Background: an optimization exercise with open tools, aiming at small area and a short achievable clock period. Do not read the settings as production practice. The RTL was checked by simulation tests, not by an equivalence proof against the original design. Power figures rest on the tool's default switching activity, not on a simulated workload.

== run a ==
// datapath
module datapath (
  input  logic        CLK,
  input  logic        nRST,
  output logic        imemREN,
  output logic [31:0] imemaddr,
  input  logic [31:0] imemload,
  input  logic        ihit,
  output logic        dmemREN,
  output logic        dmemWEN,
  output logic [31:0] dmemaddr,
  output logic [31:0] dmemstore,
  input  logic [31:0] dmemload,
  input  logic        dhit,
  output logic        halt
);
Size: ~4800 cells after synthesis, ~170 I/O pins, about 0.058 sq mm of cells after synthesis.
export LEC_CHECK = 0
export CAP_MARGIN = 20
export CORE_MARGIN = 2
export CORE_UTILIZATION = 50
export CTS_BUF_LIST = sky130_fd_sc_hd__clkbuf_8
export PLACE_DENSITY = 0.62
export SLEW_MARGIN = 20
export SYNTH_HIERARCHICAL = 1
export TNS_END_PERCENT = 0
create_clock -name core_clock -period 13.5 [get_ports {CLK}]
standard.sh (not shown) runs the stock make flow with config.mk's settings and CLKGATE_MAP_FILE= SYNTH_SCRIPT=/design/flow/synth_recipe.tcl, a recipe that flattens the netlist after the stock synthesis.
==> flow/flow/run.sh <==
#!/bin/bash
# The standard layout (standard.sh, its synthesis unchanged) with:
# - a clock tree of clkbuf_8 without dummy loads,
# - plain buf_2 port buffers instead of the default delay-cell buffers.
set -e
EXTRA='SETUP_SLACK_MARGIN=9.5 TNS_END_PERCENT=0'
EXTRA="$EXTRA CTS_ARGS='-sink_clustering_enable -repair_clock_nets -dont_use_dummy_load -buf_list sky130_fd_sc_hd__clkbuf_8'"
EXTRA="$EXTRA BUFFER_PORTS_ARGS='-buffer_cell sky130_fd_sc_hd__buf_2'"
sed -e "s/SETUP_SLACK_MARGIN=[0-9.]* //" -e "s|\"\${@:-finish}\"|$EXTRA \"\${@:-finish}\"|" standard.sh > my_standard.sh
bash my_standard.sh > standard.log 2>&1
The inputs of run b differ from those of run a as listed below.
diff --git a/flow/design.v b/flow/design.v
--- a/flow/design.v
+++ b/flow/design.v
@@ -142,28 +142,28 @@
 endmodule
 module rf_nand2 (input logic a, b, output logic y);
   assign y = ~(a & b);
 endmodule
 `timescale 1ns/1ps
 module alu (
   input  logic [31:0] a,
-  input  logic [31:0] bx,       
+  input  logic [31:0] b,
   input  logic        sub,      
   input  logic        uns,      
   input  logic [1:0]  lop,      
   input  logic        left,     
   input  logic [2:0]  kind,     
   output logic [31:0] sum,
   output logic [31:0] res
 );
-  logic [31:0] b, p, g, lres, sh_in, sh_out, sres, a_rev;
+  logic [31:0] bx, p, g, lres, sh_in, sh_out, sres, a_rev;
   logic        cout, lt;
-  assign b = bx;
+  assign bx = b ^ {32{sub}};
   ks_add32 add0 (.a(a), .b(bx), .cin(sub), .sum(sum), .cout(cout), .p(p), .g(g));
-  assign lt = ~cout ^ (~uns & (a[31] ^ bx[31] ^ sub));
+  assign lt = ~cout ^ (~uns & (a[31] ^ b[31]));
   always_comb begin
     case (lop)
       2'd0: lres = g;
       2'd1: lres = p | g;
       2'd2: lres = p;
       default: lres = ~(p | g);
     endcase
@@ -296,15 +296,15 @@
     sw   = (op == 6'h2b);
     mem  = lw | sw;
     jr   = is_r && (fn == 6'h08);
     jmp  = (op[5:1] == 5'b00001);
     br   = (op[5:1] == 5'b00010);
     brt  = is_r;
     hlt  = (op == 6'h3f);
-    sub  = is_r ? (fn[5] & fn[1] & ~fn[2]) : (op[5:1] == 5'b00101);
+    sub  = is_r ? (fn[1] & ~fn[2]) : (op[5:1] == 5'b00101);
     uns  = is_r ? fn[0] : op[0];
     lop  = is_r ? fn[1:0] : op[1:0];
     left = ~fn[1];
     bsrc = 2'd0;
     kind = 3'd0;
     wdst = 2'd1;
     regw = 1'b0;
@@ -461,24 +461,24 @@
   always_ff @(posedge CLK, negedge nRST) begin
     if (!nRST) pend_v <= 1'b0;
     else       pend_v <= regw && complete && (wsel != 5'd0);
   end
   always_ff @(posedge CLK) begin
     pend_sel  <= wsel;
     pend_a    <= rdat1;
-    pend_b    <= b_in ^ {32{sub}};
+    pend_b    <= b_in;
     pend_sub  <= sub;
     pend_uns  <= uns;
     pend_left <= left;
     pend_lop  <= lop;
     pend_kind <= kind;
     dmemstore <= rdat2;
   end
   alu alu0 (
-    .a(pend_a), .bx(pend_b), .sub(pend_sub), .uns(pend_uns), .lop(pend_lop),
+    .a(pend_a), .b(pend_b), .sub(pend_sub), .uns(pend_uns), .lop(pend_lop),
     .left(pend_left), .kind(pend_kind), .sum(sum), .res(res)
   );
   assign dmemaddr = sum;
   register_file rf (
     .CLK(CLK), .nRST(nRST), .WEN(pend_v), .wsel(pend_sel), .wdat(res),
     .rsel1(imemload[25:21]), .rsel2(imemload[20:16]),
     .rdat1(rdat1), .rdat2(rdat2)
==> run notes <==
- Reported for run b and run a, clock sink total turned out identical to the last digit.
- | non-clock buffer count | higher: run a |
- Compared with run a, in run b proportion of power drawn by the clock network closely matched the old numbers; fraction of area in multi-input gates decreased by 0.71 points relative to the old numbers; clock power closely matched the old numbers; first-iteration DRC count decreased by 1.4% relative to the old numbers.
- Fraction of met1 tracks used by global routing is higher on run b
- Count of standard-cell rows (run b over run a): decrease, 0.80%
- Delta(core utilization of the finished layout, run b - run a) < 0
- Compared with run a, run b degrades routed wire length.
- Sort run b and run a by clock period minus worst slack desc -> top: run b
- Compared with run a, run b improves standard cell core area.

-- static timing again, ports no longer ideal --
How much do the figures lean on ideal ports? The routed layouts below were timed once more, with nothing changed but the port constraints. Step 1, drivers: a clkbuf_16 drives CLK and a buf_2 each remaining input, both assumed. Step 2 times the ports against the registers' clock, not the clock port: input delays grow and output delays shrink by t, the midpoint of the rising clock arrivals with the driver on. Three values: ideal, step 1, step 2; two values: the first two.
| run | t, ns | setup WS [ns] | clock arrival spread, ns |
|---|---|---|---|
| run a | 0.970 | 7.827 / 7.828 / 6.858 | 0.132 / 0.132 |
| run b | 0.945 | 7.421 / 7.415 / 6.470 | 0.108 / 0.107 |
After both steps every run listed still meets setup and hold. The setup slack of run a, which loses most, moves by +0.001 ns with the drivers and by -0.969 ns with both steps.
